This is an optimization exercise on Yosys and OpenROAD, whose aim is small area, a short achievable clock period and few clock cycles, not a production implementation.
RTL that was checked went through simulation tests only; none was proved equivalent to the original.
The RTL of runs 1 to 3 was laid out without a check of its function.
Power and IR drop assume default switching activity.

## run.sh

```bash
#!/bin/bash
# synth_recipe.tcl (not shown) runs the flow's synth.tcl, then flattens the netlist and writes it again
# the make line also repeats each setting of config.mk as NAME=value (left out here)
make -C /OpenROAD-flow-scripts/flow DESIGN_CONFIG=/design/flow/config.mk WORK_HOME=/design/flow/orfs CLKGATE_MAP_FILE= SYNTH_SCRIPT=/design/flow/synth_recipe.tcl finish
```

## config.mk

```make
export PLATFORM = sky130hd
export DESIGN_NAME = grid_cell_shape_membership_core
export DESIGN_NICKNAME = grid_cell_shape_membership_core
export VERILOG_FILES = /design/flow/design.v
export SDC_FILE = /design/flow/constraint.sdc
export NUM_CORES = 4
export LEC_CHECK = 0
export CAP_MARGIN = 20
export CORE_MARGIN = 2
export CORE_UTILIZATION = 40
export SETUP_SLACK_MARGIN = 3.7
export SLEW_MARGIN = 20
```

## constraint.sdc

```tcl
create_clock -name core_clock -period 7.0 [get_ports {clk}]
set_input_delay 1.4000 -clock core_clock [delete_from_list [all_inputs] [get_ports {clk}]]
set_output_delay 1.4000 -clock core_clock [all_outputs]
set_load 0.01 [all_outputs]
```

## design.v

```verilog
package gcsm_pkg;
  localparam int COORD_W = 6;
  localparam int VALUE_W = 32;
  localparam int CFG_IDX_W = 3;
  localparam int KIND_W = 4;
  localparam int MARK_W = 2;
  localparam logic [KIND_W-1:0] KIND_CIRCLE   = 4'd0;
  localparam logic [KIND_W-1:0] KIND_HALF_N   = 4'd1;
  localparam logic [KIND_W-1:0] KIND_HALF_S   = 4'd2;
  localparam logic [KIND_W-1:0] KIND_HALF_E   = 4'd3;
  localparam logic [KIND_W-1:0] KIND_HALF_W   = 4'd4;
  localparam logic [KIND_W-1:0] KIND_RECT     = 4'd5;
  localparam logic [KIND_W-1:0] KIND_TRIANGLE = 4'd6;
  localparam logic [KIND_W-1:0] KIND_ELLIPSE  = 4'd7;
  localparam logic [KIND_W-1:0] KIND_INACCESS = 4'd8;
  localparam logic [COORD_W-1:0] GRID_LAST_RESET = 6'd50;
endpackage
import gcsm_pkg::*;
module grid_cell_shape_membership_core
(
  input  logic                 clk,
  input  logic                 rst,
  input  logic                 cfg_valid,
  output logic                 cfg_ready,
  input  logic [gcsm_pkg::CFG_IDX_W-1:0] cfg_index,
  input  logic [gcsm_pkg::VALUE_W-1:0]   cfg_data,
  input  logic                 in_valid,
  output logic                 in_ready,
  input  logic [gcsm_pkg::COORD_W-1:0]   cell_x,
  input  logic [gcsm_pkg::COORD_W-1:0]   cell_y,
  output logic                 out_valid,
  input  logic                 out_ready,
  output logic [gcsm_pkg::COORD_W-1:0]   out_x,
  output logic [gcsm_pkg::COORD_W-1:0]   out_y,
  output logic [gcsm_pkg::MARK_W-1:0]    mark,
  output logic signed [gcsm_pkg::VALUE_W-1:0] write_value,
  output logic                 shape_fits
);
  function automatic logic le6(input logic [5:0] a, input logic [5:0] b);
    logic r;
    r = 1'b1;
    for (int i = 0; i < 6; i++) r = (!a[i] && b[i]) || ((!a[i] || b[i]) && r);
    le6 = r;
  endfunction
  function automatic logic lt6(input logic [5:0] a, input logic [5:0] b);
    logic r;
    r = 1'b0;
    for (int i = 0; i < 6; i++) r = (!a[i] && b[i]) || ((!a[i] || b[i]) && r);
    lt6 = r;
  endfunction
  function automatic logic le7(input logic [6:0] a, input logic [6:0] b);
    logic r;
    r = 1'b1;
    for (int i = 0; i < 7; i++) r = (!a[i] && b[i]) || ((!a[i] || b[i]) && r);
    le7 = r;
  endfunction
  function automatic logic le13(input logic [12:0] a, input logic [12:0] b);
    logic r;
    r = 1'b1;
    for (int i = 0; i < 13; i++) r = (!a[i] && b[i]) || ((!a[i] || b[i]) && r);
    le13 = r;
  endfunction
  function automatic logic [6:0] radd6(input logic [5:0] a, input logic [5:0] b,
                                       input logic ci);
    logic c;
    c = ci;
    for (int i = 0; i < 6; i++) begin
      radd6[i] = a[i] ^ b[i] ^ c;
      c = (a[i] & b[i]) | (a[i] & c) | (b[i] & c);
    end
    radd6[6] = c;
  endfunction
  function automatic logic fit_hi(input logic [5:0] p, input logic [5:0] q,
                                  input logic [5:0] g);
    logic [7:0] u, v, w, cs, cc, t;
    u  = {2'b00, g};
    v  = ~{2'b00, p};
    w  = ~{2'b00, q};
    cs = u ^ v ^ w;
    cc = ((u & v) | (u & w) | (v & w)) << 1;
    t  = cs + cc + 8'd2;
    fit_hi = !t[7];
  endfunction
  logic [KIND_W-1:0]         shape_kind;
  logic [COORD_W-1:0]        reg_a, reg_b, reg_c, reg_d;
  logic [COORD_W-1:0]        grid_x_last, grid_y_last;
  logic [VALUE_W-1:0]        fill_value;
  logic                      fill_ok;
  logic [VALUE_W-1:0]        wdata;
  logic [COORD_W-1:0]        wgrid;
  logic [7:0]                wen;
  assign cfg_ready = 1'b1;
  always_comb begin
    wdata = rst ? '0 : cfg_data;
    wgrid = rst ? GRID_LAST_RESET : cfg_data[COORD_W-1:0];
    for (int i = 0; i < 8; i++) wen[i] = rst || (cfg_valid && cfg_index == 3'(i));
  end
  always_ff @(posedge clk) begin
    if (wen[0]) shape_kind  <= wdata[KIND_W-1:0];
    if (wen[1]) reg_a       <= wdata[COORD_W-1:0];
    if (wen[2]) reg_b       <= wdata[COORD_W-1:0];
    if (wen[3]) reg_c       <= wdata[COORD_W-1:0];
    if (wen[4]) reg_d       <= wdata[COORD_W-1:0];
    if (wen[5]) grid_x_last <= wgrid;
    if (wen[6]) grid_y_last <= wgrid;
    if (cfg_valid && cfg_index == 3'd7) fill_value <= cfg_data;
    fill_ok <= !rst && (fill_ok || (cfg_valid && cfg_index == 3'd7));
  end
  logic is_circ, is_n, is_s, is_e, is_w, is_rect, is_tri, is_ell, is_inacc, is_rt;
  logic shape_ok, fx1, fx2, fy1, fy2, frt;
  logic [COORD_W:0]   a_plus_b;
  logic [COORD_W-1:0] rx, ryy;
  logic [COORD_W-1:0] ry, cxn, cyn, k1n, k2n, xlo, xhi, ylo, yhi;
  logic               a_lt_b, c_lt_d;
  always_comb begin
    is_n     = shape_kind == KIND_HALF_N;
    is_s     = shape_kind == KIND_HALF_S;
    is_e     = shape_kind == KIND_HALF_E;
    is_w     = shape_kind == KIND_HALF_W;
    is_inacc = shape_kind == KIND_INACCESS;
    is_circ  = (shape_kind[3] == 1'b0 && shape_kind[2:0] <= 3'd4) || is_inacc;
    is_rect  = shape_kind == KIND_RECT;
    is_tri   = shape_kind == KIND_TRIANGLE;
    is_ell   = shape_kind == KIND_ELLIPSE;
    is_rt    = is_rect || is_tri;
    ry        = is_ell ? reg_d : reg_c;
    rx  = is_w ? 6'd0 : reg_c;
    ryy = is_s ? 6'd0 : ry;
    fx1 = is_e || le6(reg_c, reg_a);
    fx2 = fit_hi(reg_a, rx, grid_x_last);
    fy1 = is_n || le6(ry, reg_b);
    fy2 = fit_hi(reg_b, ryy, grid_y_last);
    frt = le6(reg_a, grid_x_last) && le6(reg_b, grid_x_last) &&
          le6(reg_c, grid_y_last) && le6(reg_d, grid_y_last);
    a_lt_b = lt6(reg_a, reg_b);
    c_lt_d = lt6(reg_c, reg_d);
    xlo    = a_lt_b ? reg_a : reg_b;
    xhi    = a_lt_b ? reg_b : reg_a;
    ylo    = c_lt_d ? reg_c : reg_d;
    yhi    = c_lt_d ? reg_d : reg_c;
    a_plus_b = radd6(reg_a, reg_b, 1'b0);
    cxn = is_rt ? a_plus_b[COORD_W:1] : reg_a;
    cyn = is_rt ? reg_d : reg_b;
    k1n = is_ell ? reg_d : is_tri ? yhi - ylo : 6'd1;
    k2n = is_ell ? reg_c : is_tri ? xhi - xlo : 6'd1;
    if (is_ell)      shape_ok = (reg_c != '0) && (reg_d != '0);
    else if (is_tri) shape_ok = (reg_a != reg_b) && (reg_c != reg_d);
    else             shape_ok = is_circ || is_rect;
  end
  logic       fx1_q, fx2_q, fy1_q, fy2_q, frt_q, fits_q;
  logic [5:0] k1, k2, cx, cy;
  always_ff @(posedge clk) begin
    fx1_q  <= fx1;
    fx2_q  <= fx2;
    fy1_q  <= fy1;
    fy2_q  <= fy2;
    frt_q  <= frt;
    fits_q <= (is_circ || is_ell) ? (fx1_q && fx2_q && fy1_q && fy2_q) :
              is_rt ? frt_q : 1'b1;
    k1     <= k1n;
    k2     <= k2n;
    cx     <= cxn;
    cy     <= cyn;
  end
  logic blocked, leave, again, fire, geo_q, thr_q, thr_qq, head_q;
  logic v1, v2, v3, h1, h2, h3;
  logic [COORD_W-1:0] x3, y3;
  assign blocked  = out_valid && !out_ready;
  assign leave    = v3 && !blocked && (!head_q || h3);
  assign again    = v3 && !leave;
  assign in_ready = !geo_q && !thr_qq && !head_q && !(v3 && blocked);
  assign fire     = in_valid && in_ready;
  always_ff @(posedge clk) begin
    geo_q  <= rst || (cfg_valid && cfg_index != 3'd7);
    thr_q  <= rst || (cfg_valid && (cfg_index == 3'd0 || cfg_index == 3'd3 ||
                                    cfg_index == 3'd4));
    thr_qq <= thr_q;
    if (rst) begin
      v1        <= 1'b0;
      v2        <= 1'b0;
      v3        <= 1'b0;
      h1        <= 1'b0;
      h2        <= 1'b0;
      h3        <= 1'b0;
      head_q    <= 1'b0;
      out_valid <= 1'b0;
    end else begin
      v1        <= fire || again;
      v2        <= v1;
      v3        <= v2;
      h1        <= again && (!head_q || h3);
      h2        <= h1;
      h3        <= h2;
      head_q    <= head_q ? !(leave && h3) : again;
      if (!blocked) out_valid <= leave;
    end
  end
  logic [COORD_W-1:0] xin, yin;
  logic [COORD_W:0]   dxs, dys;
  logic [COORD_W-1:0] dxm, dym;
  logic               load;
  always_comb begin
    xin  = again ? x3 : cell_x;
    yin  = again ? y3 : cell_y;
    load = fire || again;
    dxs  = {1'b0, xin} - {1'b0, cx};
    dys  = {1'b0, yin} - {1'b0, cy};
    dxm  = dxs[COORD_W] ? -dxs[COORD_W-1:0] : dxs[COORD_W-1:0];
    dym  = dys[COORD_W] ? -dys[COORD_W-1:0] : dys[COORD_W-1:0];
  end
  logic [COORD_W-1:0] x1, y1, ux, uy;
  logic               sx, sy, zx, zy;
  assign zx = ux == '0;
  assign zy = uy == '0;
  always_ff @(posedge clk) begin
    x1 <= xin;
    y1 <= yin;
    ux <= load ? dxm : reg_c;
    uy <= load ? dym : '0;
    sx <= load && dxs[COORD_W];
    sy <= load && dys[COORD_W];
  end
  logic half_ok, span_x, span_y, gate;
  logic [11:0] m1, m2;
  always_comb begin
    half_ok = !((is_n && sy) || (is_s && !sy && !zy) ||
                (is_e && sx) || (is_w && !sx && !zx));
    span_x  = le6(xlo, x1) && le6(x1, xhi);
    span_y  = le6(ylo, y1) && le6(y1, yhi);
    gate = shape_ok && (is_circ ? half_ok : (is_rt ? (span_x && span_y) : 1'b1));
  end
  gcsm_mulk u_m1 (.k(k1), .u(ux), .p(m1));
  gcsm_mulk u_m2 (.k(k2), .u(uy), .p(m2));
  logic [COORD_W-1:0] x2, y2;
  logic [11:0]        m1q, m2q;
  logic               gate2, thr2;
  always_ff @(posedge clk) begin
    begin
      x2    <= x1;
      y2    <= y1;
      m1q   <= m1;
      m2q   <= m2;
      gate2 <= gate;
      thr2  <= !v1;
    end
  end
  logic [19:0] thr, thr_n;
  logic        sub_e;
  logic [21:0] rowa, rowb;
  logic        is_ce, pass;
  assign thr_n = thr2 ? 20'hfffff : ~thr;
  assign sub_e = thr2 || !is_ell;
  gcsm_sqrows u_sq (.a(m1q[9:0]), .b(m2q[9:0]), .tn(thr_n), .ci(sub_e),
                    .r0(rowa), .r1(rowb));
  always_comb begin
    is_ce = is_circ || is_ell;
    pass  = fits_q && gate2 &&
            (is_tri ? le13({m1q, 1'b0}, {1'b0, m2q}) : 1'b1) &&
            !(is_ce && (m1q[11:10] != 2'd0 || m2q[11:10] != 2'd0));
  end
  logic [21:0]        rowa_q, rowb_q;
  logic               pass3, thr3;
  always_ff @(posedge clk) begin
    x3     <= x2;
    y3     <= y2;
    rowa_q <= rowa;
    rowb_q <= rowb;
    pass3  <= pass;
    thr3   <= thr2;
  end
  logic [21:0] sdiff;
  logic        hit;
  always_comb begin
    sdiff = rowa_q + rowb_q;
    hit   = pass3 && (!is_ce || sdiff[21]);
  end
  always_ff @(posedge clk) begin
    if (thr3) thr <= sdiff[19:0];
  end
  logic hit_q;
  always_ff @(posedge clk) begin
    if (!blocked) begin
      out_x <= x3;
      out_y <= y3;
      hit_q <= hit;
    end
  end
  assign mark        = {hit_q && is_inacc, hit_q && !is_inacc};
  assign write_value = (hit_q && fill_ok) ? fill_value : '0;
  assign shape_fits  = fits_q;
endmodule
module gcsm_mulk (input logic [5:0] k, input logic [5:0] u,
                  output logic [11:0] p);
  wire mk_t1 = (k[0] & u[4]) ^ (k[1] & u[3]);
  wire mk_t2 = (k[0] & u[4]) & (k[1] & u[3]);
  wire mk_t3 = (k[0] & u[5]) ^ (k[1] & u[4]) ^ (k[2] & u[3]);
  wire mk_t4 = ((k[0] & u[5]) & (k[1] & u[4])) | ((k[2] & u[3]) & ((k[0] & u[5]) ^ (k[1] & u[4])));
  wire mk_t5 = (k[3] & u[2]) ^ (k[4] & u[1]);
  wire mk_t6 = (k[3] & u[2]) & (k[4] & u[1]);
  wire mk_t7 = (k[1] & u[5]) ^ (k[2] & u[4]) ^ (k[3] & u[3]);
  wire mk_t8 = ((k[1] & u[5]) & (k[2] & u[4])) | ((k[3] & u[3]) & ((k[1] & u[5]) ^ (k[2] & u[4])));
  wire mk_t9 = (k[4] & u[2]) ^ (k[5] & u[1]);
  wire mk_t10 = (k[4] & u[2]) & (k[5] & u[1]);
  wire mk_t11 = (k[2] & u[5]) ^ (k[3] & u[4]) ^ (k[4] & u[3]);
  wire mk_t12 = ((k[2] & u[5]) & (k[3] & u[4])) | ((k[4] & u[3]) & ((k[2] & u[5]) ^ (k[3] & u[4])));
  wire mk_t13 = (k[0] & u[3]) ^ (k[1] & u[2]);
  wire mk_t14 = (k[0] & u[3]) & (k[1] & u[2]);
  wire mk_t15 = (k[2] & u[2]) ^ (k[3] & u[1]) ^ (k[4] & u[0]);
  wire mk_t16 = ((k[2] & u[2]) & (k[3] & u[1])) | ((k[4] & u[0]) & ((k[2] & u[2]) ^ (k[3] & u[1])));
  wire mk_t17 = (k[5] & u[0]) ^ mk_t2 ^ mk_t3;
  wire mk_t18 = ((k[5] & u[0]) & mk_t2) | (mk_t3 & ((k[5] & u[0]) ^ mk_t2));
  wire mk_t19 = mk_t4 ^ mk_t6 ^ mk_t7;
  wire mk_t20 = (mk_t4 & mk_t6) | (mk_t7 & (mk_t4 ^ mk_t6));
  wire mk_t21 = (k[5] & u[2]) ^ mk_t8 ^ mk_t10;
  wire mk_t22 = ((k[5] & u[2]) & mk_t8) | (mk_t10 & ((k[5] & u[2]) ^ mk_t8));
  wire mk_t23 = (k[3] & u[5]) ^ (k[4] & u[4]) ^ (k[5] & u[3]);
  wire mk_t24 = ((k[3] & u[5]) & (k[4] & u[4])) | ((k[5] & u[3]) & ((k[3] & u[5]) ^ (k[4] & u[4])));
  wire mk_t25 = (k[0] & u[2]) ^ (k[1] & u[1]);
  wire mk_t26 = (k[0] & u[2]) & (k[1] & u[1]);
  wire mk_t27 = (k[2] & u[1]) ^ (k[3] & u[0]) ^ mk_t13;
  wire mk_t28 = ((k[2] & u[1]) & (k[3] & u[0])) | (mk_t13 & ((k[2] & u[1]) ^ (k[3] & u[0])));
  wire mk_t29 = mk_t1 ^ mk_t14 ^ mk_t15;
  wire mk_t30 = (mk_t1 & mk_t14) | (mk_t15 & (mk_t1 ^ mk_t14));
  wire mk_t31 = mk_t5 ^ mk_t16 ^ mk_t17;
  wire mk_t32 = (mk_t5 & mk_t16) | (mk_t17 & (mk_t5 ^ mk_t16));
  wire mk_t33 = mk_t9 ^ mk_t18 ^ mk_t19;
  wire mk_t34 = (mk_t9 & mk_t18) | (mk_t19 & (mk_t9 ^ mk_t18));
  wire mk_t35 = mk_t11 ^ mk_t20 ^ mk_t21;
  wire mk_t36 = (mk_t11 & mk_t20) | (mk_t21 & (mk_t11 ^ mk_t20));
  wire mk_t37 = mk_t12 ^ mk_t22 ^ mk_t23;
  wire mk_t38 = (mk_t12 & mk_t22) | (mk_t23 & (mk_t12 ^ mk_t22));
  wire mk_t39 = (k[4] & u[5]) ^ (k[5] & u[4]) ^ mk_t24;
  wire mk_t40 = ((k[4] & u[5]) & (k[5] & u[4])) | (mk_t24 & ((k[4] & u[5]) ^ (k[5] & u[4])));
  assign p = {1'b0, (k[5] & u[5]), mk_t38, mk_t36, mk_t34, mk_t32, mk_t30, mk_t28, mk_t26, (k[2] & u[0]), (k[0] & u[1]), (k[0] & u[0])} + {1'b0, mk_t40, mk_t39, mk_t37, mk_t35, mk_t33, mk_t31, mk_t29, mk_t27, mk_t25, (k[1] & u[0]), 1'b0};
endmodule
module gcsm_sqrows (input logic [9:0] a, input logic [9:0] b,
                    input logic [19:0] tn, input logic ci,
                    output logic [21:0] r0, output logic [21:0] r1);
  wire sq_t1 = (a[0] & a[8]) ^ (a[1] & a[7]) ^ (a[2] & a[6]);
  wire sq_t2 = ((a[0] & a[8]) & (a[1] & a[7])) | ((a[2] & a[6]) & ((a[0] & a[8]) ^ (a[1] & a[7])));
  wire sq_t3 = (a[0] & a[9]) ^ (a[1] & a[8]) ^ (a[2] & a[7]);
  wire sq_t4 = ((a[0] & a[9]) & (a[1] & a[8])) | ((a[2] & a[7]) & ((a[0] & a[9]) ^ (a[1] & a[8])));
  wire sq_t5 = (a[3] & a[6]) ^ (a[5] & ~a[4]);
  wire sq_t6 = (a[3] & a[6]) & (a[5] & ~a[4]);
  wire sq_t7 = (a[1] & a[9]) ^ (a[2] & a[8]) ^ (a[3] & a[7]);
  wire sq_t8 = ((a[1] & a[9]) & (a[2] & a[8])) | ((a[3] & a[7]) & ((a[1] & a[9]) ^ (a[2] & a[8])));
  wire sq_t9 = (a[4] & a[6]) ^ (a[4] & a[5]) ^ (b[1] & b[9]);
  wire sq_t10 = ((a[4] & a[6]) & (a[4] & a[5])) | ((b[1] & b[9]) & ((a[4] & a[6]) ^ (a[4] & a[5])));
  wire sq_t11 = (a[2] & a[9]) ^ (a[3] & a[8]) ^ (a[4] & a[7]);
  wire sq_t12 = ((a[2] & a[9]) & (a[3] & a[8])) | ((a[4] & a[7]) & ((a[2] & a[9]) ^ (a[3] & a[8])));
  wire sq_t13 = (a[3] & a[9]) ^ (a[4] & a[8]);
  wire sq_t14 = (a[3] & a[9]) & (a[4] & a[8]);
  wire sq_t15 = (a[0] & a[4]) ^ (a[1] & a[3]);
  wire sq_t16 = (a[0] & a[4]) & (a[1] & a[3]);
  wire sq_t17 = (a[0] & a[5]) ^ (a[1] & a[4]) ^ (a[3] & ~a[2]);
  wire sq_t18 = ((a[0] & a[5]) & (a[1] & a[4])) | ((a[3] & ~a[2]) & ((a[0] & a[5]) ^ (a[1] & a[4])));
  wire sq_t19 = (a[0] & a[6]) ^ (a[1] & a[5]) ^ (a[2] & a[4]);
  wire sq_t20 = ((a[0] & a[6]) & (a[1] & a[5])) | ((a[2] & a[4]) & ((a[0] & a[6]) ^ (a[1] & a[5])));
  wire sq_t21 = (a[2] & a[3]) ^ (b[0] & b[6]) ^ (b[1] & b[5]);
  wire sq_t22 = ((a[2] & a[3]) & (b[0] & b[6])) | ((b[1] & b[5]) & ((a[2] & a[3]) ^ (b[0] & b[6])));
  wire sq_t23 = (a[0] & a[7]) ^ (a[1] & a[6]) ^ (a[2] & a[5]);
  wire sq_t24 = ((a[0] & a[7]) & (a[1] & a[6])) | ((a[2] & a[5]) & ((a[0] & a[7]) ^ (a[1] & a[6])));
  wire sq_t25 = (a[4] & ~a[3]) ^ (b[0] & b[7]) ^ (b[1] & b[6]);
  wire sq_t26 = ((a[4] & ~a[3]) & (b[0] & b[7])) | ((b[1] & b[6]) & ((a[4] & ~a[3]) ^ (b[0] & b[7])));
  wire sq_t27 = (b[2] & b[5]) ^ (b[4] & ~b[3]);
  wire sq_t28 = (b[2] & b[5]) & (b[4] & ~b[3]);
  wire sq_t29 = (a[3] & a[5]) ^ (a[3] & a[4]) ^ (b[0] & b[8]);
  wire sq_t30 = ((a[3] & a[5]) & (a[3] & a[4])) | ((b[0] & b[8]) & ((a[3] & a[5]) ^ (a[3] & a[4])));
  wire sq_t31 = (b[1] & b[7]) ^ (b[2] & b[6]) ^ (b[3] & b[5]);
  wire sq_t32 = ((b[1] & b[7]) & (b[2] & b[6])) | ((b[3] & b[5]) & ((b[1] & b[7]) ^ (b[2] & b[6])));
  wire sq_t33 = (b[3] & b[4]) ^ tn[9] ^ sq_t1;
  wire sq_t34 = ((b[3] & b[4]) & tn[9]) | (sq_t1 & ((b[3] & b[4]) ^ tn[9]));
  wire sq_t35 = (b[0] & b[9]) ^ (b[1] & b[8]) ^ (b[2] & b[7]);
  wire sq_t36 = ((b[0] & b[9]) & (b[1] & b[8])) | ((b[2] & b[7]) & ((b[0] & b[9]) ^ (b[1] & b[8])));
  wire sq_t37 = (b[3] & b[6]) ^ (b[5] & ~b[4]) ^ tn[10];
  wire sq_t38 = ((b[3] & b[6]) & (b[5] & ~b[4])) | (tn[10] & ((b[3] & b[6]) ^ (b[5] & ~b[4])));
  wire sq_t39 = sq_t2 ^ sq_t3 ^ sq_t5;
  wire sq_t40 = (sq_t2 & sq_t3) | (sq_t5 & (sq_t2 ^ sq_t3));
  wire sq_t41 = (b[2] & b[8]) ^ (b[3] & b[7]) ^ (b[4] & b[6]);
  wire sq_t42 = ((b[2] & b[8]) & (b[3] & b[7])) | ((b[4] & b[6]) & ((b[2] & b[8]) ^ (b[3] & b[7])));
  wire sq_t43 = (b[4] & b[5]) ^ tn[11] ^ sq_t4;
  wire sq_t44 = ((b[4] & b[5]) & tn[11]) | (sq_t4 & ((b[4] & b[5]) ^ tn[11]));
  wire sq_t45 = sq_t6 ^ sq_t7 ^ sq_t9;
  wire sq_t46 = (sq_t6 & sq_t7) | (sq_t9 & (sq_t6 ^ sq_t7));
  wire sq_t47 = (a[6] & ~a[5]) ^ (b[2] & b[9]) ^ (b[3] & b[8]);
  wire sq_t48 = ((a[6] & ~a[5]) & (b[2] & b[9])) | ((b[3] & b[8]) & ((a[6] & ~a[5]) ^ (b[2] & b[9])));
  wire sq_t49 = (b[4] & b[7]) ^ (b[6] & ~b[5]) ^ tn[12];
  wire sq_t50 = ((b[4] & b[7]) & (b[6] & ~b[5])) | (tn[12] & ((b[4] & b[7]) ^ (b[6] & ~b[5])));
  wire sq_t51 = sq_t8 ^ sq_t10 ^ sq_t11;
  wire sq_t52 = (sq_t8 & sq_t10) | (sq_t11 & (sq_t8 ^ sq_t10));
  wire sq_t53 = (a[5] & a[7]) ^ (a[5] & a[6]) ^ (b[3] & b[9]);
  wire sq_t54 = ((a[5] & a[7]) & (a[5] & a[6])) | ((b[3] & b[9]) & ((a[5] & a[7]) ^ (a[5] & a[6])));
  wire sq_t55 = (b[4] & b[8]) ^ (b[5] & b[7]) ^ (b[5] & b[6]);
  wire sq_t56 = ((b[4] & b[8]) & (b[5] & b[7])) | ((b[5] & b[6]) & ((b[4] & b[8]) ^ (b[5] & b[7])));
  wire sq_t57 = tn[13] ^ sq_t12 ^ sq_t13;
  wire sq_t58 = (tn[13] & sq_t12) | (sq_t13 & (tn[13] ^ sq_t12));
  wire sq_t59 = (a[4] & a[9]) ^ (a[5] & a[8]) ^ (a[7] & ~a[6]);
  wire sq_t60 = ((a[4] & a[9]) & (a[5] & a[8])) | ((a[7] & ~a[6]) & ((a[4] & a[9]) ^ (a[5] & a[8])));
  wire sq_t61 = (b[4] & b[9]) ^ (b[5] & b[8]) ^ (b[7] & ~b[6]);
  wire sq_t62 = ((b[4] & b[9]) & (b[5] & b[8])) | ((b[7] & ~b[6]) & ((b[4] & b[9]) ^ (b[5] & b[8])));
  wire sq_t63 = tn[14] ^ sq_t14;
  wire sq_t64 = tn[14] & sq_t14;
  wire sq_t65 = (a[5] & a[9]) ^ (a[6] & a[8]) ^ (a[6] & a[7]);
  wire sq_t66 = ((a[5] & a[9]) & (a[6] & a[8])) | ((a[6] & a[7]) & ((a[5] & a[9]) ^ (a[6] & a[8])));
  wire sq_t67 = (b[5] & b[9]) ^ (b[6] & b[8]) ^ (b[6] & b[7]);
  wire sq_t68 = ((b[5] & b[9]) & (b[6] & b[8])) | ((b[6] & b[7]) & ((b[5] & b[9]) ^ (b[6] & b[8])));
  wire sq_t69 = (a[6] & a[9]) ^ (a[8] & ~a[7]);
  wire sq_t70 = (a[6] & a[9]) & (a[8] & ~a[7]);
  wire sq_t71 = (a[0] & a[2]) ^ (a[0] & a[1]);
  wire sq_t72 = (a[0] & a[2]) & (a[0] & a[1]);
  wire sq_t73 = (a[0] & a[3]) ^ (a[2] & ~a[1]) ^ (b[0] & b[3]);
  wire sq_t74 = ((a[0] & a[3]) & (a[2] & ~a[1])) | ((b[0] & b[3]) & ((a[0] & a[3]) ^ (a[2] & ~a[1])));
  wire sq_t75 = (a[1] & a[2]) ^ (b[0] & b[4]) ^ (b[1] & b[3]);
  wire sq_t76 = ((a[1] & a[2]) & (b[0] & b[4])) | ((b[1] & b[3]) & ((a[1] & a[2]) ^ (b[0] & b[4])));
  wire sq_t77 = (b[1] & b[2]) ^ tn[5];
  wire sq_t78 = (b[1] & b[2]) & tn[5];
  wire sq_t79 = (b[0] & b[5]) ^ (b[1] & b[4]) ^ (b[3] & ~b[2]);
  wire sq_t80 = ((b[0] & b[5]) & (b[1] & b[4])) | ((b[3] & ~b[2]) & ((b[0] & b[5]) ^ (b[1] & b[4])));
  wire sq_t81 = tn[6] ^ sq_t16 ^ sq_t17;
  wire sq_t82 = (tn[6] & sq_t16) | (sq_t17 & (tn[6] ^ sq_t16));
  wire sq_t83 = (b[2] & b[4]) ^ (b[2] & b[3]) ^ tn[7];
  wire sq_t84 = ((b[2] & b[4]) & (b[2] & b[3])) | (tn[7] & ((b[2] & b[4]) ^ (b[2] & b[3])));
  wire sq_t85 = sq_t18 ^ sq_t19 ^ sq_t21;
  wire sq_t86 = (sq_t18 & sq_t19) | (sq_t21 & (sq_t18 ^ sq_t19));
  wire sq_t87 = tn[8] ^ sq_t20 ^ sq_t22;
  wire sq_t88 = (tn[8] & sq_t20) | (sq_t22 & (tn[8] ^ sq_t20));
  wire sq_t89 = sq_t23 ^ sq_t25 ^ sq_t27;
  wire sq_t90 = (sq_t23 & sq_t25) | (sq_t27 & (sq_t23 ^ sq_t25));
  wire sq_t91 = sq_t24 ^ sq_t26 ^ sq_t28;
  wire sq_t92 = (sq_t24 & sq_t26) | (sq_t28 & (sq_t24 ^ sq_t26));
  wire sq_t93 = sq_t29 ^ sq_t31 ^ sq_t33;
  wire sq_t94 = (sq_t29 & sq_t31) | (sq_t33 & (sq_t29 ^ sq_t31));
  wire sq_t95 = sq_t30 ^ sq_t32 ^ sq_t34;
  wire sq_t96 = (sq_t30 & sq_t32) | (sq_t34 & (sq_t30 ^ sq_t32));
  wire sq_t97 = sq_t35 ^ sq_t37 ^ sq_t39;
  wire sq_t98 = (sq_t35 & sq_t37) | (sq_t39 & (sq_t35 ^ sq_t37));
  wire sq_t99 = sq_t36 ^ sq_t38 ^ sq_t40;
  wire sq_t100 = (sq_t36 & sq_t38) | (sq_t40 & (sq_t36 ^ sq_t38));
  wire sq_t101 = sq_t41 ^ sq_t43 ^ sq_t45;
  wire sq_t102 = (sq_t41 & sq_t43) | (sq_t45 & (sq_t41 ^ sq_t43));
  wire sq_t103 = sq_t42 ^ sq_t44 ^ sq_t46;
  wire sq_t104 = (sq_t42 & sq_t44) | (sq_t46 & (sq_t42 ^ sq_t44));
  wire sq_t105 = sq_t47 ^ sq_t49 ^ sq_t51;
  wire sq_t106 = (sq_t47 & sq_t49) | (sq_t51 & (sq_t47 ^ sq_t49));
  wire sq_t107 = sq_t48 ^ sq_t50 ^ sq_t52;
  wire sq_t108 = (sq_t48 & sq_t50) | (sq_t52 & (sq_t48 ^ sq_t50));
  wire sq_t109 = sq_t53 ^ sq_t55 ^ sq_t57;
  wire sq_t110 = (sq_t53 & sq_t55) | (sq_t57 & (sq_t53 ^ sq_t55));
  wire sq_t111 = sq_t54 ^ sq_t56 ^ sq_t58;
  wire sq_t112 = (sq_t54 & sq_t56) | (sq_t58 & (sq_t54 ^ sq_t56));
  wire sq_t113 = sq_t59 ^ sq_t61 ^ sq_t63;
  wire sq_t114 = (sq_t59 & sq_t61) | (sq_t63 & (sq_t59 ^ sq_t61));
  wire sq_t115 = tn[15] ^ sq_t60 ^ sq_t62;
  wire sq_t116 = (tn[15] & sq_t60) | (sq_t62 & (tn[15] ^ sq_t60));
  wire sq_t117 = sq_t64 ^ sq_t65 ^ sq_t67;
  wire sq_t118 = (sq_t64 & sq_t65) | (sq_t67 & (sq_t64 ^ sq_t65));
  wire sq_t119 = (b[6] & b[9]) ^ (b[8] & ~b[7]) ^ tn[16];
  wire sq_t120 = ((b[6] & b[9]) & (b[8] & ~b[7])) | (tn[16] & ((b[6] & b[9]) ^ (b[8] & ~b[7])));
  wire sq_t121 = sq_t66 ^ sq_t68 ^ sq_t69;
  wire sq_t122 = (sq_t66 & sq_t68) | (sq_t69 & (sq_t66 ^ sq_t68));
  wire sq_t123 = (a[7] & a[9]) ^ (a[7] & a[8]) ^ (b[7] & b[9]);
  wire sq_t124 = ((a[7] & a[9]) & (a[7] & a[8])) | ((b[7] & b[9]) & ((a[7] & a[9]) ^ (a[7] & a[8])));
  wire sq_t125 = (b[7] & b[8]) ^ tn[17] ^ sq_t70;
  wire sq_t126 = ((b[7] & b[8]) & tn[17]) | (sq_t70 & ((b[7] & b[8]) ^ tn[17]));
  wire sq_t127 = (a[9] & ~a[8]) ^ (b[9] & ~b[8]);
  wire sq_t128 = (a[9] & ~a[8]) & (b[9] & ~b[8]);
  wire sq_t129 = a[0] ^ b[0];
  wire sq_t130 = a[0] & b[0];
  wire sq_t131 = (b[0] & b[2]) ^ (b[0] & b[1]);
  wire sq_t132 = (b[0] & b[2]) & (b[0] & b[1]);
  wire sq_t133 = (b[2] & ~b[1]) ^ tn[4] ^ sq_t72;
  wire sq_t134 = ((b[2] & ~b[1]) & tn[4]) | (sq_t72 & ((b[2] & ~b[1]) ^ tn[4]));
  wire sq_t135 = sq_t15 ^ sq_t74 ^ sq_t75;
  wire sq_t136 = (sq_t15 & sq_t74) | (sq_t75 & (sq_t15 ^ sq_t74));
  wire sq_t137 = sq_t76 ^ sq_t78 ^ sq_t79;
  wire sq_t138 = (sq_t76 & sq_t78) | (sq_t79 & (sq_t76 ^ sq_t78));
  wire sq_t139 = sq_t80 ^ sq_t82 ^ sq_t83;
  wire sq_t140 = (sq_t80 & sq_t82) | (sq_t83 & (sq_t80 ^ sq_t82));
  wire sq_t141 = sq_t84 ^ sq_t86 ^ sq_t87;
  wire sq_t142 = (sq_t84 & sq_t86) | (sq_t87 & (sq_t84 ^ sq_t86));
  wire sq_t143 = sq_t88 ^ sq_t90 ^ sq_t91;
  wire sq_t144 = (sq_t88 & sq_t90) | (sq_t91 & (sq_t88 ^ sq_t90));
  wire sq_t145 = sq_t92 ^ sq_t94 ^ sq_t95;
  wire sq_t146 = (sq_t92 & sq_t94) | (sq_t95 & (sq_t92 ^ sq_t94));
  wire sq_t147 = sq_t96 ^ sq_t98 ^ sq_t99;
  wire sq_t148 = (sq_t96 & sq_t98) | (sq_t99 & (sq_t96 ^ sq_t98));
  wire sq_t149 = sq_t100 ^ sq_t102 ^ sq_t103;
  wire sq_t150 = (sq_t100 & sq_t102) | (sq_t103 & (sq_t100 ^ sq_t102));
  wire sq_t151 = sq_t104 ^ sq_t106 ^ sq_t107;
  wire sq_t152 = (sq_t104 & sq_t106) | (sq_t107 & (sq_t104 ^ sq_t106));
  wire sq_t153 = sq_t108 ^ sq_t110 ^ sq_t111;
  wire sq_t154 = (sq_t108 & sq_t110) | (sq_t111 & (sq_t108 ^ sq_t110));
  wire sq_t155 = sq_t112 ^ sq_t114 ^ sq_t115;
  wire sq_t156 = (sq_t112 & sq_t114) | (sq_t115 & (sq_t112 ^ sq_t114));
  wire sq_t157 = sq_t116 ^ sq_t118 ^ sq_t119;
  wire sq_t158 = (sq_t116 & sq_t118) | (sq_t119 & (sq_t116 ^ sq_t118));
  wire sq_t159 = sq_t120 ^ sq_t122 ^ sq_t123;
  wire sq_t160 = (sq_t120 & sq_t122) | (sq_t123 & (sq_t120 ^ sq_t122));
  wire sq_t161 = tn[18] ^ sq_t124 ^ sq_t126;
  wire sq_t162 = (tn[18] & sq_t124) | (sq_t126 & (tn[18] ^ sq_t124));
  wire sq_t163 = (a[8] & a[9]) ^ (b[8] & b[9]) ^ tn[19];
  wire sq_t164 = ((a[8] & a[9]) & (b[8] & b[9])) | (tn[19] & ((a[8] & a[9]) ^ (b[8] & b[9])));
  wire sq_t165 = tn[0] ^ ci;
  wire sq_t166 = tn[0] & ci;
  wire sq_t167 = tn[1] ^ sq_t130;
  wire sq_t168 = tn[1] & sq_t130;
  wire sq_t169 = (a[1] & ~a[0]) ^ (b[1] & ~b[0]) ^ tn[2];
  wire sq_t170 = ((a[1] & ~a[0]) & (b[1] & ~b[0])) | (tn[2] & ((a[1] & ~a[0]) ^ (b[1] & ~b[0])));
  wire sq_t171 = tn[3] ^ sq_t71 ^ sq_t131;
  wire sq_t172 = (tn[3] & sq_t71) | (sq_t131 & (tn[3] ^ sq_t71));
  wire sq_t173 = sq_t73 ^ sq_t132 ^ sq_t133;
  wire sq_t174 = (sq_t73 & sq_t132) | (sq_t133 & (sq_t73 ^ sq_t132));
  wire sq_t175 = sq_t77 ^ sq_t134 ^ sq_t135;
  wire sq_t176 = (sq_t77 & sq_t134) | (sq_t135 & (sq_t77 ^ sq_t134));
  wire sq_t177 = sq_t81 ^ sq_t136 ^ sq_t137;
  wire sq_t178 = (sq_t81 & sq_t136) | (sq_t137 & (sq_t81 ^ sq_t136));
  wire sq_t179 = sq_t85 ^ sq_t138 ^ sq_t139;
  wire sq_t180 = (sq_t85 & sq_t138) | (sq_t139 & (sq_t85 ^ sq_t138));
  wire sq_t181 = sq_t89 ^ sq_t140 ^ sq_t141;
  wire sq_t182 = (sq_t89 & sq_t140) | (sq_t141 & (sq_t89 ^ sq_t140));
  wire sq_t183 = sq_t93 ^ sq_t142 ^ sq_t143;
  wire sq_t184 = (sq_t93 & sq_t142) | (sq_t143 & (sq_t93 ^ sq_t142));
  wire sq_t185 = sq_t97 ^ sq_t144 ^ sq_t145;
  wire sq_t186 = (sq_t97 & sq_t144) | (sq_t145 & (sq_t97 ^ sq_t144));
  wire sq_t187 = sq_t101 ^ sq_t146 ^ sq_t147;
  wire sq_t188 = (sq_t101 & sq_t146) | (sq_t147 & (sq_t101 ^ sq_t146));
  wire sq_t189 = sq_t105 ^ sq_t148 ^ sq_t149;
  wire sq_t190 = (sq_t105 & sq_t148) | (sq_t149 & (sq_t105 ^ sq_t148));
  wire sq_t191 = sq_t109 ^ sq_t150 ^ sq_t151;
  wire sq_t192 = (sq_t109 & sq_t150) | (sq_t151 & (sq_t109 ^ sq_t150));
  wire sq_t193 = sq_t113 ^ sq_t152 ^ sq_t153;
  wire sq_t194 = (sq_t113 & sq_t152) | (sq_t153 & (sq_t113 ^ sq_t152));
  wire sq_t195 = sq_t117 ^ sq_t154 ^ sq_t155;
  wire sq_t196 = (sq_t117 & sq_t154) | (sq_t155 & (sq_t117 ^ sq_t154));
  wire sq_t197 = sq_t121 ^ sq_t156 ^ sq_t157;
  wire sq_t198 = (sq_t121 & sq_t156) | (sq_t157 & (sq_t121 ^ sq_t156));
  wire sq_t199 = sq_t125 ^ sq_t158 ^ sq_t159;
  wire sq_t200 = (sq_t125 & sq_t158) | (sq_t159 & (sq_t125 ^ sq_t158));
  wire sq_t201 = sq_t127 ^ sq_t160 ^ sq_t161;
  wire sq_t202 = (sq_t127 & sq_t160) | (sq_t161 & (sq_t127 ^ sq_t160));
  wire sq_t203 = sq_t128 ^ sq_t162 ^ sq_t163;
  wire sq_t204 = (sq_t128 & sq_t162) | (sq_t163 & (sq_t128 ^ sq_t162));
  wire sq_t205 = 1'b1 ^ sq_t164;
  wire sq_t206 = 1'b1 & sq_t164;
  assign r0 = {1'b1, sq_t204, sq_t202, sq_t200, sq_t198, sq_t196, sq_t194, sq_t192, sq_t190, sq_t188, sq_t186, sq_t184, sq_t182, sq_t180, sq_t178, sq_t176, sq_t174, sq_t172, sq_t170, sq_t168, sq_t166, sq_t129};
  assign r1 = {sq_t206, sq_t205, sq_t203, sq_t201, sq_t199, sq_t197, sq_t195, sq_t193, sq_t191, sq_t189, sq_t187, sq_t185, sq_t183, sq_t181, sq_t179, sq_t177, sq_t175, sq_t173, sq_t171, sq_t169, sq_t167, sq_t165};
endmodule
```

==> impl_metrics.yaml, run 1 <==
outcome:
  status: "complete, no violations"
timing:
  clock_skew_ns: 0.0157
  worst_slew_pin_slew_ns: 1.04
  max_freq_mhz: 291
  drv_slew: 0
  fin_crit_sh_pct: 49.1
  rsz0062_at_grt: "true"
  period_minus_slack_ns: 3.44
  finalWorstSetupSlack_ns: 3.56
  slew_headroom_pct: 30.7
  setup_viol: 0
  fin_tns_setup_ns: 0
  finalHoldViolCount: 0
finish:
  drive_gt1_share_pct: 14.0
  layout_commonest_cell: "inv_1"
  fillers: 3886
  layout.nets: 2120
  final_util_pct: 48.7
  final_cell_mix: "inv_1 (206), fa_1 (137), dfxtp_1 (136), ha_1 (128), and2_1 (123)"
  syn_to_final_growth_pct: 21.0
route:
  vias_per_cell: 5.08
  route.detailed.drc: 0
  post_drt_wl_per_cell_um: 17.7
  drtAntennaViolNets: 0
  firstDrtPassIters: 5
  totalWireLength_um: 42600
  drt-initial-drc-count: 820
  routed-via-count: 12239
worst_setup_path:
  crit_chain: "buf_6 > nor2b_4 > inv_6 > nand2_8 > nand2_8 > mux2i_4 > ha_2 > inv_2 > fa_2 > a21o_1 > a21oi_2 > nor2b_1 > o21ai_1 > nand2b_1 > a31oi_1 > xnor2_1 > mux2i_1"
  rr_endpoint: "k1[5]"
  path_max_fanout: 6
  crit_top_cell: "nand2_8"
  max_stage_delay_ns: 0.34
  required_ns: 7.47
  r2r-start: "reg_c[2]"
  rr_worst_depth: 10
  start_kind: "primary input"
  cp-end-kind: "flip-flop"
  r2r_slack_ns: 3.76
  critPathKind: "in -> reg"
  arrival_ns: 3.91
  critPathSlowestCell: "fa_2"
cts:
  clkTransAtPathRegs_ns: 0.06
  cts.sinks: 268
  cts_root_buffer: "clkbuf_16"
  cts_buffers: 31
  htree_levels: 1
  cts_tree: "yes"
  hold_buffers: 0
  clock_latency_ns: 0.59
  clock_path_buffers: 3
place:
  gp_congestion: 0.893
  dp_hpwl_um: 32000
  port-buffer-count: 100
  post-place-ws_ns: 2.19
synth:
  synth_top_flop_cell: "dfxtp_1"
  synth_enable_flop_cells: 105
  synth_seq_cells: 268
  synth.distinct_cells: 77
  synth_area_leaders: "dfxtp_1 (19%), edfxtp_1 (18%), fa_1 (16%)"
  syn_inst: 1649
  syn_nets: 1973
  yosysSeqAreaShare_pct: 37.2
  yosysTopAreaCellShare_pct: 18.9
  netlist_area_um2: 17300
  postSynthAreaPerCell_um2: 10.5
  yosys.area.top_type: "dfxtp_1"
  yosys_warnings: 1
  async_reset_ff_share_pct: 0
global_route:
  grt_pass1_vias: 12685
  grt_max_degree: 34
  grt_first_pass_wirelength_um: 68400
  antenna_found_initial: 6
  grt_overflow: 0
  track_usage_pct: 19.6
worst_hold_path:
  min_path_cells: 0
  hp-class: "reg -> reg"
  whs_endpoint: "y3[3]"
  hp-start: "y2[3]"
floorplan:
  initial_utilization_pct: 40.3
  die-height_um: 212
  die_area_um2: 44800
  core.rowCount: 76
  die_w_um: 212
  num_io_pins: 102
  core_um2: 42900
power_and_ir_drop:
  leakagePower_nw: 9.23
  vdd_drop_max_mv: 0.223
  fin_total_pwr_mw: 5.90
  p_per_area_nw_per_um2: 282
run:
  maxCapViolCount: 0
-- kinds of logic after synthesis --
| group | after synthesis | synth area share, % |
|---|---|---|
| buf+inv | 257 | 5.62 |
| flops | 268 | 37.2 |
| other cells | 1 | 0.0217 |
| simple gates | 486 | 15.2 |
| fa+ha+maj | 308 | 27.9 |
| mux | 27 | 1.64 |
| xor+xnor | 52 | 2.64 |
| compound gates | 250 | 9.75 |
-- critical path, delay by kind of cell --
kind,cells,cell delay (ns)
compound gates,4,0.72
simple gates,5,0.56
fa+ha+maj,2,0.55
mux,2,0.30
buf+inv,3,0.21
xor+xnor,1,0.15
-- worst max path at each step --
stage | start | endpoint | slack (ns) | cells past startpoint
floorplan | out_ready | ux[4] | 3.16 | 17
global placement | out_ready | uy[4] | 2.31 | 17
detailed placement | out_ready | uy[4] | 2.19 | 17
CTS | out_ready | in_ready | 3.59 | 4
global route | out_ready | ux[4] | 3.51 | 17
finish | out_ready | ux[4] | 3.56 | 17
-- state kept, by name (all words and copies together), names as in the netlist, 12 cells and up --
name / count
m2q: 12
m1q: 12
thr: 20
rowb_q: 22
fill_value: 32
rowa_q: 21
-- layout make-up --
class / instances / area [um^2] / share of cell area [%]
Antenna cell: 1 / 2.50 / 0.0120
Clock inverter: 23 / 219 / 1.05
Clock buffer: 35 / 821 / 3.93
Multi-Input combinational cell: 1125 / 10300 / 49.5
Timing Repair Buffer: 154 / 1470 / 7.04
Inverter: 216 / 822 / 3.93
Sequential cell: 268 / 6480 / 31.0
Tap cell: 585 / 732 / 3.50
-- synthesized netlist by cell type (all sizes together) (20+ instances only) --
cell / instances
a21o: 20
a21oi: 63
xnor2: 44
nand2b: 34
o21ai: 47
maj3: 36
nor2: 72
edfxtp: 105
and2: 123
nor2b: 55
inv: 214
dfxtp: 163
clkbuf: 38
and3: 36
nor3: 20
nand2: 96
ha: 133
fa: 139
-- per-stage QoR --
step           instances  hold WS (ns)  instance area, um^2
2_1_floorplan       1649         0.310                17400
3_3_place_gp        2298         0.311                18900
3_5_place_dp        2298         0.312                18900
4_1_cts             2383         0.324                20400
5_1_grt             2406         0.332                20900
6_report            2407         0.324                20900
-- routing by layer --
layer,up-vias,part of all wire (%),track usage [%]
li1,5835,-,-
met1,6088,46,26.9
met2,250,47,31.9
met3,66,4.4,2.97
met4,0,2.7,5.78
met5,-,0,0
-- power by group --
group	switching [mW]	leakage, nW	total (mW)	internal (mW)
Sequential	0.189	2.39	2.12	1.93
Clock	0.684	0.515	1.61	0.929
Combinational	1.16	6.33	2.16	1.00
-- timing repair --
| item | 4_1_cts | 5_1_grt |
|---|---|---|
| buffers inserted | 26 | 22 |
| gates resized for setup | 58 | 96 |
| cloned | 1 | 1 |
| pin swaps | 17 | 34 |
| setup endpoints to repair | 61 | 64 |
==> run 2: changes to the inputs <==
--- a/design.v
+++ b/design.v
@@ -162,33 +162,39 @@
     cx     <= cxn;
     cy     <= cyn;
   end
-  logic blocked, leave, again, fire, geo_q, thr_q, thr_qq, head_q;
-  logic v1, v2, v3, h1, h2, h3;
-  logic [COORD_W-1:0] x3, y3;
+  logic blocked, leave, again, fire, geo_q, thr_q, thr_qq, head_q, vb;
+  logic v1, v2, v3, h1, h2, h3, hb;
+  logic [COORD_W-1:0] x3, y3, xb, yb;
   assign blocked  = out_valid && !out_ready;
   assign leave    = v3 && !blocked && (!head_q || h3);
   assign again    = v3 && !leave;
-  assign in_ready = !geo_q && !thr_qq && !head_q && !(v3 && blocked);
+  assign in_ready = !geo_q && !thr_qq && !head_q;
   assign fire     = in_valid && in_ready;
   always_ff @(posedge clk) begin
     geo_q  <= rst || (cfg_valid && cfg_index != 3'd7);
     thr_q  <= rst || (cfg_valid && (cfg_index == 3'd0 || cfg_index == 3'd3 ||
                                     cfg_index == 3'd4));
     thr_qq <= thr_q;
+    xb     <= x3;
+    yb     <= y3;
     if (rst) begin
       v1        <= 1'b0;
       v2        <= 1'b0;
       v3        <= 1'b0;
+      vb        <= 1'b0;
       h1        <= 1'b0;
       h2        <= 1'b0;
       h3        <= 1'b0;
+      hb        <= 1'b0;
       head_q    <= 1'b0;
       out_valid <= 1'b0;
     end else begin
-      v1        <= fire || again;
+      vb        <= again;
+      hb        <= again && (!head_q || h3);
+      v1        <= fire || vb;
       v2        <= v1;
       v3        <= v2;
-      h1        <= again && (!head_q || h3);
+      h1        <= hb;
       h2        <= h1;
       h3        <= h2;
       head_q    <= head_q ? !(leave && h3) : again;
@@ -200,9 +206,9 @@
   logic [COORD_W-1:0] dxm, dym;
   logic               load;
   always_comb begin
-    xin  = again ? x3 : cell_x;
-    yin  = again ? y3 : cell_y;
-    load = fire || again;
+    xin  = vb ? xb : cell_x;
+    yin  = vb ? yb : cell_y;
+    load = fire || vb;
     dxs  = {1'b0, xin} - {1'b0, cx};
     dys  = {1'b0, yin} - {1'b0, cy};
     dxm  = dxs[COORD_W] ? -dxs[COORD_W-1:0] : dxs[COORD_W-1:0];
--- a/config.mk
+++ b/config.mk
@@ -8,5 +8,5 @@
 export CAP_MARGIN = 20
 export CORE_MARGIN = 2
 export CORE_UTILIZATION = 40
-export SETUP_SLACK_MARGIN = 3.7
+export SETUP_SLACK_MARGIN = 3.8
 export SLEW_MARGIN = 20
==> impl_metrics.yaml, run 2 <==
outcome:
  status: "complete, no violations"
power_and_ir_drop:
  leakagePower_nw: 9.50
  vdd_drop_max_mv: 0.189
  fin_total_pwr_mw: 6.15
  p_per_area_nw_per_um2: 287
route:
  vias_per_cell: 5.08
  wl_met3_um: 2630
  post_drt_wl_per_cell_um: 17.6
  drt-initial-drc-count: 796
  route.detailed.drc: 0
  routed-via-count: 12492
  firstDrtPassIters: 5
  top_layer: "met4"
  wl_met1_um: 19700
  drtAntennaViolNets: 0
  totalWireLength_um: 43200
  dr_wl_met2_um: 20100
cts:
  cts.sinks: 282
  clock_path_buffers: 3
  clkTransAtPathRegs_ns: 0.06
  cts_buffers: 31
  htree_levels: 1
  cts_tree: "yes"
  clock_latency_ns: 0.59
  cts_root_buffer: "clkbuf_16"
finish:
  final_util_pct: 49.6
  drive_gt1_share_pct: 16.5
  largest_register_ffs: 32
  top_register: "fill_value"
  fillers: 3919
  syn_to_final_growth_pct: 21.9
  multi_input_area_um2: 10200
  layout_commonest_cell: "inv_1"
  layout.nets: 2175
  largestRegisters: "fill_value: 32 flops, rowb_q: 22 flops, rowa_q: 21 flops"
  n_antenna_cell: 0
  seq_area_um2: 6790
  final_cell_mix: "inv_1 (198), dfxtp_1 (143), fa_1 (131), ha_1 (126), and2_1 (114)"
worst_setup_path:
  start_kind: "flip-flop"
  critPathSlowestCell: "clkdlybuf4s50_1"
  rr_worst_depth: 11
  path_max_fanout: 14
  crit_family: "buffers and inverters"
  cp-end-kind: "output pin"
  max_stage_delay_ns: 0.54
  critPathKind: "reg -> out"
  r2r_slack_ns: 3.85
  path_buf_inv: 2
  required_ns: 5.60
  r2r-start: "uy[5]"
  arrival_ns: 1.83
  rr_endpoint: "m2q[10]"
  crit_chain: "buf_6 > and3_1 > clkdlybuf4s50_1"
timing:
  fin_tns_setup_ns: 0
  worst_slew_pin_slew_ns: 1.02
  slew_headroom_pct: 32.1
  max_freq_mhz: 309
  finalHoldViolCount: 0
  clock_skew_ns: 0.0182
  period_minus_slack_ns: 3.23
  rsz0062_at_grt: "true"
  fin_crit_sh_pct: 46.2
  setup_viol: 0
  drv_slew: 0
  finalWorstSetupSlack_ns: 3.77
  timing.hold.ws_ns: 0.325
worst_hold_path:
  min_path_cells: 0
  hp-class: "reg -> reg"
  hp-start: "x2[2]"
  whs_endpoint: "x3[2]"
synth:
  yosysMostFrequentCell: "inv_1"
  synth_enable_flop_cells: 105
  synth_compound_area_share_pct: 9.33
  synth.distinct_cells: 81
  postSynthAreaPerCell_um2: 10.5
  yosys_warnings: 1
  yosysSeqAreaShare_pct: 38.1
  netlist_area_um2: 17600
  synth_seq_cells: 282
  yosysTopAreaCellShare_pct: 20.1
  synth_area_leaders: "dfxtp_1 (20%), edfxtp_1 (18%), fa_1 (16%)"
  synth_commonest_cells: "inv_1 (214), dfxtp_1 (177), fa_1 (139)"
  synthAdderAreaFrac_pct: 27.5
  synth.area.mux_share_pct: 1.79
  synth_top_flop_cell: "dfxtp_1"
  synth_top_family_by_area: "adder cells"
  yosys.area.top_type: "dfxtp_1"
  async_reset_ff_share_pct: 0
  yosys.area_share.simple_pct: 15.0
  syn_nets: 1992
  syn_inst: 1668
  synth_xor_area_share_pct: 2.49
global_route:
  grt_first_pass_wirelength_um: 68800
  grt_pass1_vias: 12821
  grt_max_degree: 34
  track_usage_pct: 19.4
  antenna_found_initial: 0
  grt_overflow: 0
floorplan:
  initial_utilization_pct: 40.7
  core.rowCount: 76
  die_w_um: 214
  die-height_um: 214
  num_io_pins: 102
  die_area_um2: 45700
  core_um2: 43300
place:
  port-buffer-count: 100
  post-place-ws_ns: 3.07
  dp_hpwl_um: 31500
  gp_congestion: 0.912
run:
  maxCapViolCount: 0
-- run 2: timing repair --
action | in CTS | in global routing
pin swaps | 18 | 39
setup endpoints to repair | 62 | 50
resized for setup | 88 | 103
hold buffers | 0 | 0
cloned | 0 | 0
buffers inserted | 40 | 46
endpoints found under the hold margin | 0 | 0
-- run 2: per-layer routing --
layer	up-vias	GRT usage [%]
met1	6192	26.5
met2	290	31.9
met5	-	0
li1	5956	-
met4	0	4.14
met3	54	3.97
-- run 2: area by class of cell --
type | instances | area share [%]
clock buffer | 42 | 4.34
clock inverter | 16 | 0.875
inverter | 217 | 3.90
multi-input combinational | 1127 | 47.7
sequential | 282 | 31.7
tap | 585 | 3.41
timing repair buffer | 192 | 8.11
-- run 2: worst max path at each step --
stage | startpoint | end | slack [ns] | depth (start not counted)
global placement | cell_y[0] | uy[4] | 3.12 | 13
floorplan | cell_x[0] | ux[4] | 3.74 | 12
global route | hit_q | write_value[31] | 3.69 | 3
CTS | hit_q | write_value[1] | 3.68 | 3
detailed placement | cell_y[0] | uy[4] | 3.07 | 13
finish | hit_q | write_value[31] | 3.77 | 3
-- run 2: where the power goes --
part	switching, mW	leakage, nW	internal, mW
clock	0.694	0.556	1.05
combinational	1.19	6.43	1.03
sequential	0.176	2.51	2.02
-- run 2: cell families (layout without fill, tap and decap cells) --
family,Yosys count,count (layout)
xor+xnor,50,50
compound gates,239,239
simple gates,498,498
fa+ha+maj,309,309
other cells,1,1
buf+inv,259,467
flops,282,282
mux,30,30
-- run 2: metrics by stage --
step / std cells / cell area, um^2
3_3_place_gp: 2317 / 19200
3_5_place_dp: 2317 / 19200
4_1_cts: 2415 / 20800
6_report: 2461 / 21400
2_1_floorplan: 1668 / 17600
5_1_grt: 2461 / 21400
==> run 3: changes to the inputs <==
--- a/config.mk
+++ b/config.mk
@@ -8,5 +8,5 @@
 export CAP_MARGIN = 20
 export CORE_MARGIN = 2
 export CORE_UTILIZATION = 40
-export SETUP_SLACK_MARGIN = 3.8
+export SETUP_SLACK_MARGIN = 4.0
 export SLEW_MARGIN = 20
==> impl_metrics.yaml, run 3 <==
place:
  port-buffer-count: 100
  gp_congestion: 0.901
  placed_cells: 2317
  dp_hpwl_um: 31800
global_route:
  grt_max_degree: 34
  grt_overflow: 0
  grt_use_met3_pct: 3.09
  met2_usage_pct: 32.7
  antenna_found_initial: 2
  top_usage_layer: "met2"
  grt_pass1_vias: 13012
  grt_first_pass_wirelength_um: 70600
  track_usage_pct: 19.9
  gr-usage-met1_pct: 27.3
power_and_ir_drop:
  vdd_drop_max_mv: 0.194
  p_per_area_nw_per_um2: 284
  leakagePower_nw: 9.33
floorplan:
  die_area_um2: 45700
  core_um2: 43300
  initial_utilization_pct: 40.7
  core.rowCount: 76
  die_w_um: 214
  num_io_pins: 102
  die-height_um: 214
worst_setup_path:
  start_kind: "flip-flop"
  required_ns: 5.60
  path_max_fanout: 2
  arrival_ns: 1.80
  critPathKind: "reg -> out"
  cp-end-kind: "output pin"
  startpoint: "shape_kind[0]"
  r2r-start: "uy[5]"
synth:
  synth_top_flop_cell: "dfxtp_1"
  synth_seq_cells: 282
  synth_area_leaders: "dfxtp_1 (20%), edfxtp_1 (18%), fa_1 (16%)"
  syn_nets: 1992
  yosys.area.top_type: "dfxtp_1"
  async_reset_ff_share_pct: 0
  syn_inst: 1668
  yosysSeqAreaShare_pct: 38.1
  postSynthAreaPerCell_um2: 10.5
  synth_commonest_cells: "inv_1 (214), dfxtp_1 (177), fa_1 (139)"
  synth.distinct_cells: 81
  netlist_area_um2: 17600
  yosysMostFrequentCell: "inv_1"
  yosysTopAreaCellShare_pct: 20.1
  synth_enable_flop_cells: 105
  yosys_warnings: 1
timing:
  timing.hold.ws_ns: 0.325
  setup_viol: 0
  slew_headroom_pct: 32.9
  fin_crit_sh_pct: 45.7
  worst_slew_pin_slew_ns: 1.01
  max_freq_mhz: 312
  clock_skew_ns: 0.0103
  rsz0062_at_grt: "true"
  fin_tns_setup_ns: 0
  finalHoldViolCount: 0
  period_minus_slack_ns: 3.20
  drv_slew: 0
worst_hold_path:
  hp-class: "reg -> reg"
  hp-start: "y2[3]"
cts:
  clock_path_buffers: 3
  cts_buffers: 31
  clock_latency_ns: 0.58
  cts_root_buffer: "clkbuf_16"
  htree_levels: 1
  clkTransAtPathRegs_ns: 0.06
  cts_tree: "yes"
  cts.sinks: 282
route:
  drt-initial-drc-count: 813
  firstDrtPassIters: 5
  route.detailed.drc: 0
  totalWireLength_um: 44800
  routed-via-count: 12780
  vias_per_cell: 5.11
  drtAntennaViolNets: 0
  post_drt_wl_per_cell_um: 17.9
finish:
  final_cell_mix: "inv_1 (188), dfxtp_1 (140), ha_1 (121), fa_1 (119), buf_4 (110)"
  fillers: 3871
  seq_area_um2: 6800
  syn_to_final_growth_pct: 25.2
  multi_input_area_um2: 10500
  layout.nets: 2215
  drive_gt1_share_pct: 23.7
  n_antenna_cell: 0
  instances_no_fill: 2501
  largest_register_ffs: 32
  top_register: "fill_value"
  layout_commonest_cell: "inv_1"
  largestRegisters: "fill_value: 32 flops, rowb_q: 22 flops, rowa_q: 21 flops"
run:
  maxCapViolCount: 0
outcome:
  status: "complete, no violations"
## run 3: cell counts after synthesis
Identical to the previous run, type by type.
## run 3: layout make-up
cell class / count / area share (%)
Multi-Input combinational cell: 1130 / 47.8
Sequential cell: 282 / 30.9
Timing Repair Buffer: 229 / 9.47
Clock buffer: 38 / 3.82
Clock inverter: 20 / 0.863
Inverter: 217 / 3.80
Tap cell: 585 / 3.32
## run 3: worst max-delay path, stage by stage (launching register included)
cell and delay, ns:
edfxtp_1 0.44, nor4b_4 0.39, buf_4 0.17, and2_4 0.12, buf_6 0.09
## run 3: worst paths after layout
check | end | slack (ns) | cells past startpoint
hold reg to reg | y3[3] | 0.32 | 0
hold / removal | y3[3] | 0.32 | 0
setup reg to reg | m2q[10] | 3.86 | 11
setup / recovery | mark[1] | 3.80 | 4
## run 3: what timing repair did
item                       CTS  global route
setup buffers               78            43
hold buffers                 0             0
resized for setup          278           123
setup endpoints to repair   81            80
pin swaps                   42            79
cloned                       2             3
hold endpoints to repair     0             0
## run 3: layer usage
layer / vias up / routed length (um)
li1: 6039 / -
met1: 6351 / 20100
met2: 318 / 21000
met3: 70 / 2570
met4: 2 / 1020
met5: - / 12
## run 3: where the power goes
part | internal [mW] | switching [mW]
combinational | 1.15 | 1.27
clock | 0.964 | 0.672
sequential | 2.02 | 0.166
## run 3: cells by family after synthesis
group,count (synthesis),synth area share (%)
other cells,1,0.0213
simple gates,498,15.0
fa+ha+maj,309,27.5
flops,282,38.1
buf+inv,259,5.81
mux,30,1.79
xor+xnor,50,2.49
compound gates,239,9.33
## run 3: through the flow
| step | total power, mW | utilization (%) | setup slack (ns) | instance area (um^2) |
|---|---|---|---|---|
| 2_1_floorplan | 3.73 | - | 3.74 | 17800 |
| 3_3_place_gp | 4.21 | 44.6 | 3.11 | 19300 |
| 3_5_place_dp | 4.26 | 44.6 | 3.08 | 19300 |
| 4_1_cts | 6.15 | 49.2 | 3.74 | 21300 |
| 5_1_grt | 6.68 | 50.9 | 3.72 | 22000 |
| 6_report | 6.25 | 50.9 | 3.80 | 22000 |
==> run 4: changes to the inputs <==
--- a/design.v
+++ b/design.v
@@ -283,16 +283,19 @@
   always_ff @(posedge clk) begin
     if (thr3) thr <= sdiff[19:0];
   end
-  logic hit_q;
+  logic       hit_q;
+  logic [3:0] wv_q;
   always_ff @(posedge clk) begin
     if (!blocked) begin
       out_x <= x3;
       out_y <= y3;
       hit_q <= hit;
+      wv_q  <= {4{hit && fill_ok}};
     end
   end
-  assign mark        = {hit_q && is_inacc, hit_q && !is_inacc};
-  assign write_value = (hit_q && fill_ok) ? fill_value : '0;
+  assign mark = {hit_q && is_inacc, hit_q && !is_inacc};
+  always_comb
+    for (int i = 0; i < VALUE_W; i++) write_value[i] = wv_q[i / 8] && fill_value[i];
   assign shape_fits  = fits_q;
 endmodule
 module gcsm_mulk (input logic [5:0] k, input logic [5:0] u,
--- a/config.mk
+++ b/config.mk
@@ -8,5 +8,6 @@
 export CAP_MARGIN = 20
 export CORE_MARGIN = 2
 export CORE_UTILIZATION = 40
-export SETUP_SLACK_MARGIN = 4.0
+export CTS_BUF_LIST = sky130_fd_sc_hd__clkbuf_8
+export SETUP_SLACK_MARGIN = 3.9
 export SLEW_MARGIN = 20
==> impl_metrics.yaml, run 4 <==
worst_setup_path:
  max_stage_delay_ns: 0.53
  required_ns: 7.49
  arrival_ns: 3.59
  crit_family: "adder cells"
  path_max_fanout: 12
  start_kind: "flip-flop"
  path_buf_inv: 4
  critPathKind: "reg -> reg"
  cp-end-kind: "flip-flop"
  crit_chain: "and2_4 > fa_1 > inv_1 > fa_2 > inv_1 > fa_2 > inv_2 > fa_1 > inv_2 > fa_1"
  crit_top_cell: "fa_1"
  critPathSlowestCell: "fa_2"
synth:
  yosys_warnings: 1
  syn_inst: 1671
  synth_xor_area_share_pct: 2.80
  synth_top_family_by_area: "adder cells"
  synth_commonest_cells: "inv_1 (204), dfxtp_1 (177), and2_1 (145)"
  yosysTopAreaCellShare_pct: 20.2
  synth_area_leaders: "dfxtp_1 (20%), edfxtp_1 (18%), fa_1 (16%)"
  synth.area.mux_share_pct: 2.07
  syn_nets: 1995
  yosysSeqAreaShare_pct: 38.4
  postSynthAreaPerCell_um2: 10.5
  synth.distinct_cells: 75
  async_reset_ff_share_pct: 0
  yosys.area_share.simple_pct: 15.1
  synth_seq_cells: 283
  netlist_area_um2: 17500
  synth_enable_flop_cells: 106
  synth_top_flop_cell: "dfxtp_1"
  synth_compound_area_share_pct: 9.35
  synthAdderAreaFrac_pct: 26.7
  yosysMostFrequentCell: "inv_1"
  yosys.area.top_type: "dfxtp_1"
route:
  post_drt_wl_per_cell_um: 17.5
  routed-via-count: 12518
  vias_per_cell: 4.99
  totalWireLength_um: 43900
  drtAntennaViolNets: 0
  route.detailed.drc: 0
  firstDrtPassIters: 5
  drt-initial-drc-count: 656
finish:
  layout.nets: 2206
  top_register: "fill_value"
  largest_register_ffs: 32
  largestRegisters: "fill_value: 32 flops, rowb_q: 22 flops, rowa_q: 21 flops"
  n_antenna_cell: 0
  fin_area_um2: 21400
  final_util_pct: 49.5
  syn_to_final_growth_pct: 22.1
  final_cell_mix: "inv_1 (203), dfxtp_1 (146), and2_1 (131), fa_1 (125), ha_1 (123)"
  instances_no_fill: 2507
  drive_gt1_share_pct: 19.7
  layout_commonest_cell: "inv_1"
global_route:
  grt_pass1_vias: 13060
  grt_max_degree: 34
  grt_first_pass_wirelength_um: 70300
  grt_overflow: 0
  antenna_found_initial: 1
  track_usage_pct: 20.2
power_and_ir_drop:
  leakagePower_nw: 9.31
  vdd_drop_max_mv: 0.146
  p_per_area_nw_per_um2: 279
place:
  place_area_um2: 19200
  post-place-ws_ns: 3.11
  gp_congestion: 0.923
  placed_cells: 2322
  port-buffer-count: 100
  dp_hpwl_um: 31500
floorplan:
  num_io_pins: 102
  core.rowCount: 76
  core_um2: 43200
  die-height_um: 213
  die_w_um: 213
  die_area_um2: 45500
  initial_utilization_pct: 40.6
run:
  maxCapViolCount: 0
worst_hold_path:
  hp-class: "reg -> reg"
timing:
  slew_headroom_pct: 36.1
  rsz0062_at_grt: "true"
  period_minus_slack_ns: 3.09
  worst_slew_pin_slew_ns: 0.958
  fin_tns_setup_ns: 0
  finalWorstSetupSlack_ns: 3.91
  fin_crit_sh_pct: 44.2
  drv_slew: 0
  clock_skew_ns: 0.0348
  setup_viol: 0
  max_freq_mhz: 323
  finalHoldViolCount: 0
cts:
  cts.sinks: 283
  hold_buffers: 0
  clock_path_buffers: 3
  cts_root_buffer: "clkbuf_8"
  clock_latency_ns: 0.62
  htree_levels: 2
  cts_buffers: 50
  clkTransAtPathRegs_ns: 0.06
  cts_tree: "yes"
outcome:
  status: "complete, no violations"
run 4: cell types whose count changed in the layout (fill, tap and decap cells not counted), sizes merged, moves of 9 or more:
cell,delta
o211ai,-11
and2,+28
buf,-32
nand3,-9
nor2,+9
clkbuf,+19
and3,-34
maj3,-14
run 4: report_power, final:
part           total (mW)  switching [mW]  internal (mW)
clock                1.53           0.691          0.840
sequential           2.21           0.176           2.03
combinational        2.23            1.20           1.03
total                5.96            2.07           3.90
run 4: cell families (layout without fill, tap and decap cells):
logic type	Yosys count	count (layout)
other cells	1	1
flops	283	283
mux	35	35
compound gates	247	247
simple gates	503	503
fa+ha+maj	295	295
buf+inv	251	502
xor+xnor	56	56
run 4: cell type report:
| class | instances | area, um^2 |
|---|---|---|
| clock inverter | 33 | 196 |
| clock buffer | 59 | 812 |
| sequential | 283 | 6820 |
| timing repair buffer | 199 | 1700 |
| inverter | 211 | 821 |
| tap | 585 | 732 |
| fill | 4037 | 21800 |
| multi-input combinational | 1137 | 10300 |
run 4: what timing repair did:
item	4_1_cts	5_1_grt
gates resized for setup	209	108
cloned	1	0
endpoints found under the setup margin	70	55
pin swaps	33	45
setup buffers	48	44
run 4: worst paths after layout:
path | startpoint | to | slack [ns] | cells past startpoint
worst max-delay path | m1q[9] | rowb_q[11] | 3.91 | 10
worst min-delay path | y2[3] | y3[3] | 0.32 | 0
worst max register to register | m1q[9] | rowb_q[11] | 3.91 | 10
worst min register to register | y2[3] | y3[3] | 0.32 | 0
run 4: layer usage:
metal	share of wire [%]	global-route usage [%]	vias up
li1	-	-	5970
met1	46	27.3	6154
met2	45	32.0	309
met3	5.5	3.75	83
met4	3.2	7.71	2
met5	0.098	0.779	-
run 4: worst reg2reg max path, delay by kind of cell, from the launching register on:
family / cells / cell delay [ns]
fa+ha+maj: 5 / 2.19
buf+inv: 4 / 0.24
flops: 1 / 0.38
simple gates: 1 / 0.16
run 4: stage by stage:
step | power (mW) | hold WS [ns]
6_report | 5.96 | 0.320
3_3_place_gp | 4.16 | 0.311
3_5_place_dp | 4.22 | 0.312
2_1_floorplan | 3.69 | 0.310
4_1_cts | 5.91 | 0.321
5_1_grt | 6.44 | 0.330
Testbench counts of run 4, summed over its fixed seeds: cycles 14,784.

Re-timed with assumed drivers on the ports (clkbuf_16 on the clock, buf_2 on other inputs), run 4 has 3.885 ns of setup slack against 3.908 ns with ideal ports, and 3.349 ns once port delays also move by the mid clock arrival of 0.649 ns.
